Source: an optimization exercise on an open RTL-to-GDS flow (aim: small area, a short achievable clock period and few clock cycles per item). Production flows keep margins and buffers that such runs may drop. Only simulation tests tie the RTL to the original design; equivalence was not proved.

==> umber <==
==> flow/design.v <==
package bslp_pkg;
	localparam int unsigned BSLP_MAX_DET = 32;
	localparam logic [1:0] CMD_CLEAR = 2'd0;
	localparam logic [1:0] CMD_ADD   = 2'd1;
	localparam logic [1:0] CMD_QUERY = 2'd2;
	localparam logic [1:0] STAT_OK       = 2'd0;
	localparam logic [1:0] STAT_LOW_CONF = 2'd1;
	localparam logic [1:0] STAT_FULL     = 2'd2;
	localparam logic [1:0] CFG_MIN_CONF = 2'd0;
	localparam logic [1:0] CFG_IMG_W    = 2'd1;
	localparam logic [1:0] CFG_IMG_H    = 2'd2;
	localparam logic [12:0] IMG_W_RST = 13'd640;
	localparam logic [12:0] IMG_H_RST = 13'd480;
endpackage
module bslp_dp #(
	parameter int unsigned MAX_DETECTIONS = bslp_pkg::BSLP_MAX_DET
) (
	input  logic         clk,
	input  logic         arst_n,
	input  logic         s_fire,
	input  logic [1:0]   s_tuser,
	input  logic [103:0] s_tdata,
	input  logic         cfg_valid,
	input  logic [1:0]   cfg_index,
	input  logic [15:0]  cfg_data,
	output logic         busy,
	output logic         r_v,
	output logic [28:0]  r_d
);
	localparam int unsigned N = MAX_DETECTIONS;
	logic [12:0] in_x, in_y;
	logic [11:0] in_w, in_h;
	logic [9:0]  in_cls;
	logic [15:0] in_conf;
	logic [11:0] in_px, in_py;
	assign in_x    = s_tdata[12:0];
	assign in_y    = s_tdata[25:13];
	assign in_w    = s_tdata[37:26];
	assign in_h    = s_tdata[49:38];
	assign in_cls  = s_tdata[59:50];
	assign in_conf = s_tdata[75:60];
	assign in_px   = s_tdata[87:76];
	assign in_py   = s_tdata[99:88];
	logic [15:0] min_conf_q;
	logic [12:0] img_w_q, img_h_q;
	always_ff @(posedge clk or negedge arst_n) begin
		if (!arst_n) begin
			min_conf_q <= '0;
			img_w_q    <= bslp_pkg::IMG_W_RST;
			img_h_q    <= bslp_pkg::IMG_H_RST;
		end else if (cfg_valid) begin
			case (cfg_index)
				bslp_pkg::CFG_MIN_CONF: min_conf_q <= cfg_data;
				bslp_pkg::CFG_IMG_W:    img_w_q    <= cfg_data[12:0];
				bslp_pkg::CFG_IMG_H:    img_h_q    <= cfg_data[12:0];
				default: ;
			endcase
		end
	end
	logic       is_clr, is_add, is_qry;
	logic       low_conf, full, add_ok;
	logic [5:0] count_q;
	assign is_clr   = s_fire && (s_tuser == bslp_pkg::CMD_CLEAR);
	assign is_add   = s_fire && (s_tuser == bslp_pkg::CMD_ADD);
	assign is_qry   = (s_tuser == bslp_pkg::CMD_QUERY);
	bslp_gt #(.W(16)) u_low_conf (.a(min_conf_q), .b(in_conf), .gt(low_conf));
	assign full     = count_q[5];
	assign add_ok   = is_add && !low_conf && !full;
	always_ff @(posedge clk or negedge arst_n) begin
		if (!arst_n) begin
			count_q <= '0;
		end else if (is_clr) begin
			count_q <= '0;
		end else if (add_ok) begin
			count_q <= count_q + 6'd1;
		end
	end
	logic [13:0] x_last, y_last;    
	logic [11:0]        nx_lo, nx_hi, ny_lo, ny_hi;
	logic               n_live;
	assign x_last = {in_x[12], in_x} + {2'b00, in_w} - 14'd1;
	assign y_last = {in_y[12], in_y} + {2'b00, in_h} - 14'd1;
	assign nx_lo  = in_x[12] ? 12'd0 : in_x[11:0];
	assign ny_lo  = in_y[12] ? 12'd0 : in_y[11:0];
	assign nx_hi  = (!x_last[13] && x_last[12]) ? 12'hFFF : x_last[11:0];
	assign ny_hi  = (!y_last[13] && y_last[12]) ? 12'hFFF : y_last[11:0];
	assign n_live = (in_w != 12'd0) && !x_last[13] && (in_h != 12'd0) && !y_last[13]
	             && (in_conf != 16'd0) && !low_conf;
	logic q_ok;
	logic in_w_ok, in_h_ok;
	bslp_gt #(.W(13)) u_in_w (.a(img_w_q), .b({1'b0, in_px}), .gt(in_w_ok));
	bslp_gt #(.W(13)) u_in_h (.a(img_h_q), .b({1'b0, in_py}), .gt(in_h_ok));
	assign q_ok = is_qry && in_w_ok && in_h_ok;
	localparam int unsigned GS = 8;         
	localparam int unsigned NG = N / GS;    
	logic [N*16-1:0] conf_all;
	logic [N*10-1:0] cls_all;
	logic [N*GS-1:0] beats;      
	logic [N-1:0]    hit;
	for (genvar i = 0; i < N; i++) begin : gen_e
		localparam int unsigned B = (i / GS) * GS;    
		logic [11:0] x_lo_q, x_hi_q, y_lo_q, y_hi_q;
		logic [9:0]  cls_q;
		logic [15:0] conf_q;
		logic        live_q;
		logic        we;
		assign we = is_add && !full && (count_q[4:0] == 5'(i));
		always_ff @(posedge clk) begin
			if (we) begin
				x_lo_q <= nx_lo;
				x_hi_q <= nx_hi;
				y_lo_q <= ny_lo;
				y_hi_q <= ny_hi;
				cls_q  <= in_cls;
				conf_q <= in_conf;
			end
		end
		always_ff @(posedge clk or negedge arst_n) begin
			if (!arst_n) begin
				live_q <= 1'b0;
			end else if (is_clr) begin
				live_q <= 1'b0;
			end else if (we) begin
				live_q <= n_live;
			end
		end
		assign conf_all[i*16 +: 16] = conf_q;
		assign cls_all[i*10 +: 10]  = cls_q;
		logic x_lo_gt, x_hi_lt, y_lo_gt, y_hi_lt;
		bslp_gt #(.W(12)) u_xl (.a(x_lo_q), .b(in_px), .gt(x_lo_gt));
		bslp_gt #(.W(12)) u_xh (.a(in_px), .b(x_hi_q), .gt(x_hi_lt));
		bslp_gt #(.W(12)) u_yl (.a(y_lo_q), .b(in_py), .gt(y_lo_gt));
		bslp_gt #(.W(12)) u_yh (.a(in_py), .b(y_hi_q), .gt(y_hi_lt));
		assign hit[i] = live_q && !x_lo_gt && !x_hi_lt && !y_lo_gt && !y_hi_lt;
		if (i > B) begin : gen_row
			logic [i-B-1:0] gt_d, gt_q;    
			for (genvar j = B; j < i; j++) begin : gen_cmp
				bslp_gt #(.W(16)) u_cmp (.a(in_conf), .b(conf_all[j*16 +: 16]), .gt(gt_d[j-B]));
			end
			always_ff @(posedge clk) begin
				if (we) begin
					gt_q <= gt_d;
				end
			end
			for (genvar j = B; j < i; j++) begin : gen_pair
				assign beats[i*GS+(j-B)] = gt_q[j-B];
				assign beats[j*GS+(i-B)] = !gt_q[j-B];
			end
		end
		assign beats[i*GS+(i-B)] = 1'b1;
	end
	logic [N-1:0] hit_q;
	logic [1:0]   status1_q;
	logic         qok1_q, v1_q;
	always_ff @(posedge clk or negedge arst_n) begin
		if (!arst_n) begin
			v1_q <= 1'b0;
		end else begin
			v1_q <= s_fire;
		end
	end
	always_ff @(posedge clk) begin
		hit_q  <= hit;
		qok1_q <= q_ok;
		if (!is_add) begin
			status1_q <= bslp_pkg::STAT_OK;
		end else if (low_conf) begin
			status1_q <= bslp_pkg::STAT_LOW_CONF;
		end else if (full) begin
			status1_q <= bslp_pkg::STAT_FULL;
		end else begin
			status1_q <= bslp_pkg::STAT_OK;
		end
	end
	logic [N-1:0]     gwin;
	logic [NG*16-1:0] g_conf_d, g_conf;
	logic [NG*10-1:0] g_cls_d, g_cls;
	logic [NG-1:0]    g_any_d, g_any;
	for (genvar i = 0; i < N; i++) begin : gen_gw
		localparam int unsigned B = (i / GS) * GS;
		assign gwin[i] = hit_q[i] && &(~hit_q[B +: GS] | beats[i*GS +: GS]);
	end
	always_comb begin
		g_conf_d = '0;
		g_cls_d  = '0;
		for (int i = 0; i < N; i++) begin
			g_conf_d[(i/GS)*16 +: 16] = g_conf_d[(i/GS)*16 +: 16] | (conf_all[i*16 +: 16] & {16{gwin[i]}});
			g_cls_d[(i/GS)*10 +: 10]  = g_cls_d[(i/GS)*10 +: 10]  | (cls_all[i*10 +: 10]  & {10{gwin[i]}});
		end
		for (int g = 0; g < NG; g++) begin
			g_any_d[g] = |hit_q[g*GS +: GS];
		end
	end
	logic [1:0] status2_q;
	logic       qok2_q, v2_q;
	always_ff @(posedge clk or negedge arst_n) begin
		if (!arst_n) begin
			v2_q <= 1'b0;
		end else begin
			v2_q <= v1_q;
		end
	end
	always_ff @(posedge clk) begin
		g_conf    <= g_conf_d;
		g_cls     <= g_cls_d;
		g_any     <= g_any_d;
		qok2_q    <= qok1_q;
		status2_q <= status1_q;
	end
	logic [NG-1:0] g_win;
	logic [15:0]   sel_conf;
	logic [9:0]    sel_cls;
	logic          found;
	for (genvar g = 0; g < NG; g++) begin : gen_g
		logic [NG-1:0] ok;
		for (genvar o = 0; o < NG; o++) begin : gen_o
			if (o < g) begin : gen_lt
				bslp_gt_fast #(.W(16)) u_cmp (.a(g_conf[g*16 +: 16]), .b(g_conf[o*16 +: 16]), .gt(ok[o]));
			end else if (o > g) begin : gen_gt
				logic o_gt;
				bslp_gt_fast #(.W(16)) u_cmp (.a(g_conf[o*16 +: 16]), .b(g_conf[g*16 +: 16]), .gt(o_gt));
				assign ok[o] = !o_gt;
			end else begin : gen_eq
				assign ok[o] = 1'b1;
			end
		end
		assign g_win[g] = &ok;
	end
	always_comb begin
		sel_conf = '0;
		sel_cls  = '0;
		for (int g = 0; g < NG; g++) begin
			sel_conf = sel_conf | (g_conf[g*16 +: 16] & {16{g_win[g]}});
			sel_cls  = sel_cls  | (g_cls[g*10 +: 10]  & {10{g_win[g]}});
		end
	end
	assign found = qok2_q && |g_any;
	assign busy  = v1_q;
	assign r_v   = v2_q;
	assign r_d   = {status2_q, found ? sel_conf : 16'd0, found ? {1'b0, sel_cls} : 11'h7FF};
endmodule
module bslp_gt #(
	parameter int unsigned W = 16
) (
	input  logic [W-1:0] a,
	input  logic [W-1:0] b,
	output logic         gt
);
	logic [W:0] c;    
	assign c[0] = 1'b0;
	for (genvar k = 0; k < W; k++) begin : gen_bit
		assign c[k+1] = (a[k] && !b[k]) || ((a[k] || !b[k]) && c[k]);
	end
	assign gt = c[W];
endmodule
module bslp_gt_fast #(
	parameter int unsigned W = 16
) (
	input  logic [W-1:0] a,
	input  logic [W-1:0] b,
	output logic         gt
);
	localparam int unsigned P = (W <= 1) ? 1 : (1 << $clog2(W));
	logic [P-1:0] aa, bb, g, l;
	assign aa = P'(a);
	assign bb = P'(b);
	always_comb begin
		g = aa & ~bb;    
		l = ~aa & bb;    
		for (int w = 1; w < P; w = w * 2) begin
			for (int k = 0; k < P; k = k + 2 * w) begin
				g[k] = g[k+w] | (~l[k+w] & g[k]);
				l[k] = l[k+w] | (~g[k+w] & l[k]);
			end
		end
	end
	assign gt = g[0];
endmodule
module bslp_ctrl #(
	parameter int unsigned NSLOT = 4
) (
	input  logic        clk,
	input  logic        arst_n,
	input  logic        s_tvalid,
	output logic        s_tready,
	output logic        s_fire,
	input  logic [1:0]  busy,       
	input  logic        r_v,        
	input  logic [28:0] r_d,        
	output logic        m_tvalid,
	input  logic        m_tready,
	output logic [31:0] m_tdata,
	output logic [1:0]  m_tuser
);
	logic        nrdy_q, vld_q;    
	logic [2:0]  n_q, n_after, n_nxt;
	logic [NSLOT*29-1:0] slot_q;
	logic        deliver;
	assign s_tready = !nrdy_q;
	assign s_fire   = s_tvalid && !nrdy_q;
	assign deliver  = vld_q && m_tready;
	assign n_after  = n_q - {2'b00, deliver};
	assign n_nxt    = n_after + {2'b00, r_v};
	always_ff @(posedge clk or negedge arst_n) begin
		if (!arst_n) begin
			nrdy_q <= 1'b0;
			vld_q <= 1'b0;
			n_q   <= '0;
		end else begin
			n_q   <= n_nxt;
			vld_q <= (n_nxt != 3'd0);
			nrdy_q <= ({1'b0, n_nxt} + {2'b00, busy} + {3'b000, s_fire}) >= 4'(NSLOT);
		end
	end
	for (genvar k = 0; k < NSLOT; k++) begin : gen_slot
		if (k + 1 < NSLOT) begin : gen_mid
			always_ff @(posedge clk) begin
				if (deliver) begin
					slot_q[k*29 +: 29] <= (n_q > 3'(k + 1)) ? slot_q[(k+1)*29 +: 29] : r_d;
				end else if (n_q <= 3'(k)) begin
					slot_q[k*29 +: 29] <= r_d;
				end
			end
		end else begin : gen_last
			always_ff @(posedge clk) begin
				if (deliver || n_q <= 3'(k)) begin
					slot_q[k*29 +: 29] <= r_d;
				end
			end
		end
	end
	assign m_tvalid = vld_q;
	assign m_tuser  = slot_q[28:27];
	assign m_tdata  = {5'b0, slot_q[26:0]};
endmodule
module box_semantic_label_painter_core #(
	parameter int unsigned MAX_DETECTIONS = bslp_pkg::BSLP_MAX_DET
) (
	input  logic         clk,
	input  logic         arst_n,
	input  logic         s_tvalid,
	output logic         s_tready,
	input  logic [103:0] s_tdata,
	input  logic [1:0]   s_tuser,
	output logic         m_tvalid,
	input  logic         m_tready,
	output logic [31:0]  m_tdata,
	output logic [1:0]   m_tuser,
	input  logic         cfg_valid,
	output logic         cfg_ready,
	input  logic [1:0]   cfg_index,
	input  logic [15:0]  cfg_data
);
	logic        s_fire;
	logic        busy;
	logic        r_v;
	logic [28:0] r_d;
	assign cfg_ready = 1'b1;
	bslp_ctrl u_ctrl (
		.clk      (clk),
		.arst_n   (arst_n),
		.s_tvalid (s_tvalid),
		.s_tready (s_tready),
		.s_fire   (s_fire),
		.busy     ({1'b0, busy}),
		.r_v      (r_v),
		.r_d      (r_d),
		.m_tvalid (m_tvalid),
		.m_tready (m_tready),
		.m_tdata  (m_tdata),
		.m_tuser  (m_tuser)
	);
	bslp_dp #(
		.MAX_DETECTIONS (MAX_DETECTIONS)
	) u_dp (
		.clk       (clk),
		.arst_n    (arst_n),
		.s_fire    (s_fire),
		.s_tuser   (s_tuser),
		.s_tdata   (s_tdata),
		.cfg_valid (cfg_valid),
		.cfg_index (cfg_index),
		.cfg_data  (cfg_data),
		.busy      (busy),
		.r_v       (r_v),
		.r_d       (r_d)
	);
endmodule
==> flow/run.sh <==
#!/bin/bash
# synth_recipe.tcl (not shown) runs the flow's synth.tcl, then flattens the netlist and writes it again
# the make line also repeats each setting of config.mk as NAME=value (left out here)
make -C /OpenROAD-flow-scripts/flow DESIGN_CONFIG=/design/flow/config.mk WORK_HOME=/design/flow/orfs CLKGATE_MAP_FILE= SYNTH_SCRIPT=/design/flow/synth_recipe.tcl finish
==> flow/config.mk <==
export PLATFORM = sky130hd
export DESIGN_NAME = box_semantic_label_painter_core
export DESIGN_NICKNAME = box_semantic_label_painter_core
export VERILOG_FILES = /design/flow/design.v
export SDC_FILE = /design/flow/constraint.sdc
export NUM_CORES = 4
export LEC_CHECK = 0
export ABC_AREA = 1
export CAP_MARGIN = 20
export CORE_MARGIN = 2
export CORE_UTILIZATION = 40
export SETUP_SLACK_MARGIN = 2.4
export SLEW_MARGIN = 20
==> flow/constraint.sdc <==
create_clock -name core_clock -period 5.0 [get_ports {clk}]
set_input_delay 1.0000 -clock core_clock [delete_from_list [all_inputs] [get_ports {clk}]]
set_output_delay 1.0000 -clock core_clock [all_outputs]
set_load 0.01 [all_outputs]
==> tundra: changes against umber <==
==> flow/design.v, changed modules only <==
module bslp_dp #(
	parameter int unsigned MAX_DETECTIONS = bslp_pkg::BSLP_MAX_DET
) (
	input  logic         clk,
	input  logic         arst_n,
	input  logic         s_fire,
	input  logic [1:0]   s_tuser,
	input  logic [103:0] s_tdata,
	input  logic         cfg_valid,
	input  logic [1:0]   cfg_index,
	input  logic [15:0]  cfg_data,
	output logic         busy,
	output logic         r_v,
	output logic [28:0]  r_d
);
	localparam int unsigned N = MAX_DETECTIONS;
	logic [12:0] in_x, in_y;
	logic [11:0] in_w, in_h;
	logic [9:0]  in_cls;
	logic [15:0] in_conf;
	logic [11:0] in_px, in_py;
	assign in_x    = s_tdata[12:0];
	assign in_y    = s_tdata[25:13];
	assign in_w    = s_tdata[37:26];
	assign in_h    = s_tdata[49:38];
	assign in_cls  = s_tdata[59:50];
	assign in_conf = s_tdata[75:60];
	assign in_px   = s_tdata[87:76];
	assign in_py   = s_tdata[99:88];
	logic [15:0] min_conf_q;
	logic [12:0] img_w_q, img_h_q;
	always_ff @(posedge clk or negedge arst_n) begin
		if (!arst_n) begin
			min_conf_q <= '0;
			img_w_q    <= bslp_pkg::IMG_W_RST;
			img_h_q    <= bslp_pkg::IMG_H_RST;
		end else if (cfg_valid) begin
			case (cfg_index)
				bslp_pkg::CFG_MIN_CONF: min_conf_q <= cfg_data;
				bslp_pkg::CFG_IMG_W:    img_w_q    <= cfg_data[12:0];
				bslp_pkg::CFG_IMG_H:    img_h_q    <= cfg_data[12:0];
				default: ;
			endcase
		end
	end
	logic       is_clr, is_add, is_qry;
	logic       low_conf, full, add_ok;
	logic [5:0] count_q;
	assign is_clr   = s_fire && (s_tuser == bslp_pkg::CMD_CLEAR);
	assign is_add   = s_fire && (s_tuser == bslp_pkg::CMD_ADD);
	assign is_qry   = (s_tuser == bslp_pkg::CMD_QUERY);
	bslp_gt_fast #(.W(16)) u_low_conf (.a(min_conf_q), .b(in_conf), .gt(low_conf));
	assign full     = count_q[5];
	assign add_ok   = is_add && !low_conf && !full;
	always_ff @(posedge clk or negedge arst_n) begin
		if (!arst_n) begin
			count_q <= '0;
		end else if (is_clr) begin
			count_q <= '0;
		end else if (add_ok) begin
			count_q <= count_q + 6'd1;
		end
	end
	logic [13:0] x_last, y_last;    
	logic [11:0]        nx_lo, nx_hi, ny_lo, ny_hi;
	logic               n_live;
	bslp_add_m1 u_x_last (.a({in_x[12], in_x}), .b({2'b00, in_w}), .s(x_last));
	bslp_add_m1 u_y_last (.a({in_y[12], in_y}), .b({2'b00, in_h}), .s(y_last));
	assign nx_lo  = in_x[12] ? 12'd0 : in_x[11:0];
	assign ny_lo  = in_y[12] ? 12'd0 : in_y[11:0];
	assign nx_hi  = (!x_last[13] && x_last[12]) ? 12'hFFF : x_last[11:0];
	assign ny_hi  = (!y_last[13] && y_last[12]) ? 12'hFFF : y_last[11:0];
	assign n_live = (in_w != 12'd0) && !x_last[13] && (in_h != 12'd0) && !y_last[13]
	             && (in_conf != 16'd0) && !low_conf;
	logic q_ok;
	logic in_w_ok, in_h_ok;
	bslp_gt #(.W(13)) u_in_w (.a(img_w_q), .b({1'b0, in_px}), .gt(in_w_ok));
	bslp_gt #(.W(13)) u_in_h (.a(img_h_q), .b({1'b0, in_py}), .gt(in_h_ok));
	assign q_ok = is_qry && in_w_ok && in_h_ok;
	localparam int unsigned GS = 8;         
	localparam int unsigned NG = N / GS;    
	logic [N*16-1:0] conf_all;
	logic [N*10-1:0] cls_all;
	logic [N*GS-1:0] beats;      
	logic [N-1:0]    hit;
	logic        st_v, st_live;
	logic [4:0]  st_idx;
	logic [11:0] st_x_lo, st_x_hi, st_y_lo, st_y_hi;
	logic        st_xl_gt, st_xh_lt, st_yl_gt, st_yh_lt, st_hit;
	always_ff @(posedge clk or negedge arst_n) begin
		if (!arst_n) begin
			st_v <= 1'b0;
		end else begin
			st_v <= is_add && !full;
		end
	end
	always_ff @(posedge clk) begin
		st_idx  <= count_q[4:0];
		st_live <= n_live;
		st_x_lo <= nx_lo;
		st_x_hi <= nx_hi;
		st_y_lo <= ny_lo;
		st_y_hi <= ny_hi;
	end
	bslp_gt #(.W(12)) u_st_xl (.a(st_x_lo), .b(in_px), .gt(st_xl_gt));
	bslp_gt #(.W(12)) u_st_xh (.a(in_px), .b(st_x_hi), .gt(st_xh_lt));
	bslp_gt #(.W(12)) u_st_yl (.a(st_y_lo), .b(in_py), .gt(st_yl_gt));
	bslp_gt #(.W(12)) u_st_yh (.a(in_py), .b(st_y_hi), .gt(st_yh_lt));
	assign st_hit = st_v && st_live && !st_xl_gt && !st_xh_lt && !st_yl_gt && !st_yh_lt;
	for (genvar i = 0; i < N; i++) begin : gen_e
		localparam int unsigned B = (i / GS) * GS;    
		logic [11:0] x_lo_q, x_hi_q, y_lo_q, y_hi_q;
		logic [9:0]  cls_q;
		logic [15:0] conf_q;
		logic        live_q;
		logic        we, st_we;
		assign we    = is_add && !full && (count_q[4:0] == 5'(i));
		assign st_we = st_v && (st_idx == 5'(i));
		always_ff @(posedge clk) begin
			if (we) begin
				cls_q  <= in_cls;
				conf_q <= in_conf;
			end
			if (st_we) begin
				x_lo_q <= st_x_lo;
				x_hi_q <= st_x_hi;
				y_lo_q <= st_y_lo;
				y_hi_q <= st_y_hi;
			end
		end
		always_ff @(posedge clk or negedge arst_n) begin
			if (!arst_n) begin
				live_q <= 1'b0;
			end else if (is_clr) begin
				live_q <= 1'b0;
			end else if (st_we) begin
				live_q <= st_live;
			end
		end
		assign conf_all[i*16 +: 16] = conf_q;
		assign cls_all[i*10 +: 10]  = cls_q;
		logic x_lo_gt, x_hi_lt, y_lo_gt, y_hi_lt;
		bslp_gt #(.W(12)) u_xl (.a(x_lo_q), .b(in_px), .gt(x_lo_gt));
		bslp_gt #(.W(12)) u_xh (.a(in_px), .b(x_hi_q), .gt(x_hi_lt));
		bslp_gt #(.W(12)) u_yl (.a(y_lo_q), .b(in_py), .gt(y_lo_gt));
		bslp_gt #(.W(12)) u_yh (.a(in_py), .b(y_hi_q), .gt(y_hi_lt));
		assign hit[i] = (live_q && !x_lo_gt && !x_hi_lt && !y_lo_gt && !y_hi_lt)
		             || (st_hit && (st_idx == 5'(i)));
		if (i > B) begin : gen_row
			logic [i-B-1:0] gt_d, gt_q;    
			for (genvar j = B; j < i; j++) begin : gen_cmp
				bslp_gt #(.W(16)) u_cmp (.a(in_conf), .b(conf_all[j*16 +: 16]), .gt(gt_d[j-B]));
			end
			always_ff @(posedge clk) begin
				if (we) begin
					gt_q <= gt_d;
				end
			end
			for (genvar j = B; j < i; j++) begin : gen_pair
				assign beats[i*GS+(j-B)] = gt_q[j-B];
				assign beats[j*GS+(i-B)] = !gt_q[j-B];
			end
		end
		assign beats[i*GS+(i-B)] = 1'b1;
	end
	logic [N-1:0] hit_q;
	logic [1:0]   status1_q;
	logic         qok1_q, v1_q;
	always_ff @(posedge clk or negedge arst_n) begin
		if (!arst_n) begin
			v1_q <= 1'b0;
		end else begin
			v1_q <= s_fire;
		end
	end
	always_ff @(posedge clk) begin
		hit_q  <= hit;
		qok1_q <= q_ok;
		if (!is_add) begin
			status1_q <= bslp_pkg::STAT_OK;
		end else if (low_conf) begin
			status1_q <= bslp_pkg::STAT_LOW_CONF;
		end else if (full) begin
			status1_q <= bslp_pkg::STAT_FULL;
		end else begin
			status1_q <= bslp_pkg::STAT_OK;
		end
	end
	logic [N-1:0]     gwin;
	logic [NG*16-1:0] g_conf_d, g_conf;
	logic [NG*10-1:0] g_cls_d, g_cls;
	logic [NG-1:0]    g_any_d, g_any;
	for (genvar i = 0; i < N; i++) begin : gen_gw
		localparam int unsigned B = (i / GS) * GS;
		assign gwin[i] = hit_q[i] && &(~hit_q[B +: GS] | beats[i*GS +: GS]);
	end
	always_comb begin
		g_conf_d = '0;
		g_cls_d  = '0;
		for (int i = 0; i < N; i++) begin
			g_conf_d[(i/GS)*16 +: 16] = g_conf_d[(i/GS)*16 +: 16] | (conf_all[i*16 +: 16] & {16{gwin[i]}});
			g_cls_d[(i/GS)*10 +: 10]  = g_cls_d[(i/GS)*10 +: 10]  | (cls_all[i*10 +: 10]  & {10{gwin[i]}});
		end
		for (int g = 0; g < NG; g++) begin
			g_any_d[g] = |hit_q[g*GS +: GS];
		end
	end
	logic [1:0] status2_q;
	logic       qok2_q, v2_q;
	always_ff @(posedge clk or negedge arst_n) begin
		if (!arst_n) begin
			v2_q <= 1'b0;
		end else begin
			v2_q <= v1_q;
		end
	end
	always_ff @(posedge clk) begin
		g_conf    <= g_conf_d;
		g_cls     <= g_cls_d;
		g_any     <= g_any_d;
		qok2_q    <= qok1_q;
		status2_q <= status1_q;
	end
	logic [NG-1:0] g_win;
	logic [15:0]   sel_conf;
	logic [9:0]    sel_cls;
	logic          found;
	for (genvar g = 0; g < NG; g++) begin : gen_g
		logic [NG-1:0] ok;
		for (genvar o = 0; o < NG; o++) begin : gen_o
			if (o < g) begin : gen_lt
				bslp_gt_fast #(.W(16)) u_cmp (.a(g_conf[g*16 +: 16]), .b(g_conf[o*16 +: 16]), .gt(ok[o]));
			end else if (o > g) begin : gen_gt
				logic o_gt;
				bslp_gt_fast #(.W(16)) u_cmp (.a(g_conf[o*16 +: 16]), .b(g_conf[g*16 +: 16]), .gt(o_gt));
				assign ok[o] = !o_gt;
			end else begin : gen_eq
				assign ok[o] = 1'b1;
			end
		end
		assign g_win[g] = &ok;
	end
	always_comb begin
		sel_conf = '0;
		sel_cls  = '0;
		for (int g = 0; g < NG; g++) begin
			sel_conf = sel_conf | (g_conf[g*16 +: 16] & {16{g_win[g]}});
			sel_cls  = sel_cls  | (g_cls[g*10 +: 10]  & {10{g_win[g]}});
		end
	end
	assign found = qok2_q && |g_any;
	assign busy  = v1_q;
	assign r_v   = v2_q;
	assign r_d   = {status2_q, found ? sel_conf : 16'd0, found ? {1'b0, sel_cls} : 11'h7FF};
endmodule
module bslp_add_m1 (
	input  logic [13:0] a,
	input  logic [13:0] b,
	output logic [13:0] s
);
	logic [13:0] u, v;      
	logic [15:0] g, p;      
	logic [13:0] c;         
	assign u = ~(a ^ b);
	assign v = {(a[12:0] | b[12:0]), 1'b0};
	always_comb begin
		g = {2'b00, u & v};
		p = {2'b00, u | v};
		for (int w = 1; w < 16; w = w * 2) begin
			for (int k = 15; k >= 0; k--) begin
				if (k >= w) begin
					g[k] = g[k] | (p[k] & g[k-w]);
					p[k] = p[k] & p[k-w];
				end
			end
		end
	end
	assign c = {g[12:0], 1'b0};
	assign s = u ^ v ^ c;
endmodule
module bslp_ctrl #(
	parameter int unsigned NSLOT = 4
) (
	input  logic        clk,
	input  logic        arst_n,
	input  logic        s_tvalid,
	output logic        s_tready,
	output logic        s_fire,
	input  logic [1:0]  busy,       
	input  logic        r_v,        
	input  logic [28:0] r_d,        
	output logic        m_tvalid,
	input  logic        m_tready,
	output logic [31:0] m_tdata,
	output logic [1:0]  m_tuser
);
	logic        nrdy_q, vld_q;    
	logic [2:0]  n_q, n_after, n_nxt;
	logic [NSLOT*29-1:0] slot_q;
	logic        deliver;
	assign s_tready = !nrdy_q;
	assign s_fire   = s_tvalid && !nrdy_q;
	assign deliver  = vld_q && m_tready;
	assign n_after  = n_q - {2'b00, deliver};
	assign n_nxt    = n_after + {2'b00, r_v};
	always_ff @(posedge clk or negedge arst_n) begin
		if (!arst_n) begin
			nrdy_q <= 1'b0;
			vld_q <= 1'b0;
			n_q   <= '0;
		end else begin
			n_q   <= n_nxt;
			vld_q <= (n_nxt != 3'd0);
			nrdy_q <= ({1'b0, n_nxt} + {2'b00, busy} + {3'b000, s_fire}) >= 4'(NSLOT);
		end
	end
	logic        h_hold, h_next, h_new;
	logic [28:0] head_d;
	assign h_hold = !deliver && (n_q != 3'd0);
	assign h_next = deliver && (n_q >= 3'd2);
	assign h_new  = !h_hold && !h_next;
	assign head_d = ({29{h_hold}} & slot_q[28:0])
	              | ({29{h_next}} & slot_q[57:29])
	              | ({29{h_new}}  & r_d);
	always_ff @(posedge clk) begin
		slot_q[28:0] <= head_d;
	end
	for (genvar k = 1; k < NSLOT; k++) begin : gen_slot
		if (k + 1 < NSLOT) begin : gen_mid
			always_ff @(posedge clk) begin
				if (deliver) begin
					slot_q[k*29 +: 29] <= (n_q > 3'(k + 1)) ? slot_q[(k+1)*29 +: 29] : r_d;
				end else if (n_q <= 3'(k)) begin
					slot_q[k*29 +: 29] <= r_d;
				end
			end
		end else begin : gen_last
			always_ff @(posedge clk) begin
				if (deliver || n_q <= 3'(k)) begin
					slot_q[k*29 +: 29] <= r_d;
				end
			end
		end
	end
	assign m_tvalid = vld_q;
	assign m_tuser  = slot_q[28:27];
	assign m_tdata  = {5'b0, slot_q[26:0]};
endmodule
- CTS_CLUSTER_DIAMETER: unset -> 80
- CTS_CLUSTER_SIZE: unset -> 20
==> flow_metrics.py <==
metrics = {
    "cells_and_area": {
        "regArea_sq_mm": 0.08401,
    },
    "timing": {
        "fmax_mhz": 373.8,
    },
    "route": {
        "wl_met1_um": 172500,
    },
    "outcome": {
        "status": "no timing/DRC/antenna violations",
    },
    "clock_network": {
        "cts_num_sinks": 2884,
    },
}
That was tundra.
==> flow_metrics.py <==
metrics = {
    "clock_network": {
        "cts_num_sinks": 2829,
    },
    "timing": {
        "fmax_mhz": 304.8,
    },
    "global_routing": {
        "grt_busiest_layer": "met2",
    },
    "route": {
        "wl_met1_um": 166800,
    },
    "outcome": {
        "status": "no timing/DRC/antenna violations",
    },
    "cells_and_area": {
        "regArea_sq_mm": 0.08315,
    },
}
That was umber.
Testbench counts of umber, summed over its fixed seeds: cycles 2,259, transactions 2,235.
Testbench counts of tundra, summed over its fixed seeds: cycles 2,259, transactions 2,235.

## port drivers added, routing unchanged
The flow's constraints put no driver on any port. The routed layouts listed below were extracted and timed again, unchanged, in two steps.
Step 1: set_driving_cell puts a clkbuf_16 on clk and a buf_2 on each other input, an assumption about the parent block.
Step 2, shift: input delay + t, output delay - t, t = (earliest + latest rising clock arrival at the registers) / 2. This alone moves slack from input paths to output paths.
Slacks: ideal / step 1 / step 2; pairs: ideal / step 1.
run	t, ns	slack for setup (ns)	latest minus earliest clock arrival (ns)
umber	1.016	1.719 / 1.785 / 0.769	0.080 / 0.080
tundra	1.003	2.325 / 2.339 / 1.378	0.062 / 0.063
After both steps every run listed still meets setup and hold. The setup slack of umber, which loses most, moves by +0.066 ns with the drivers and by -0.950 ns with both steps.
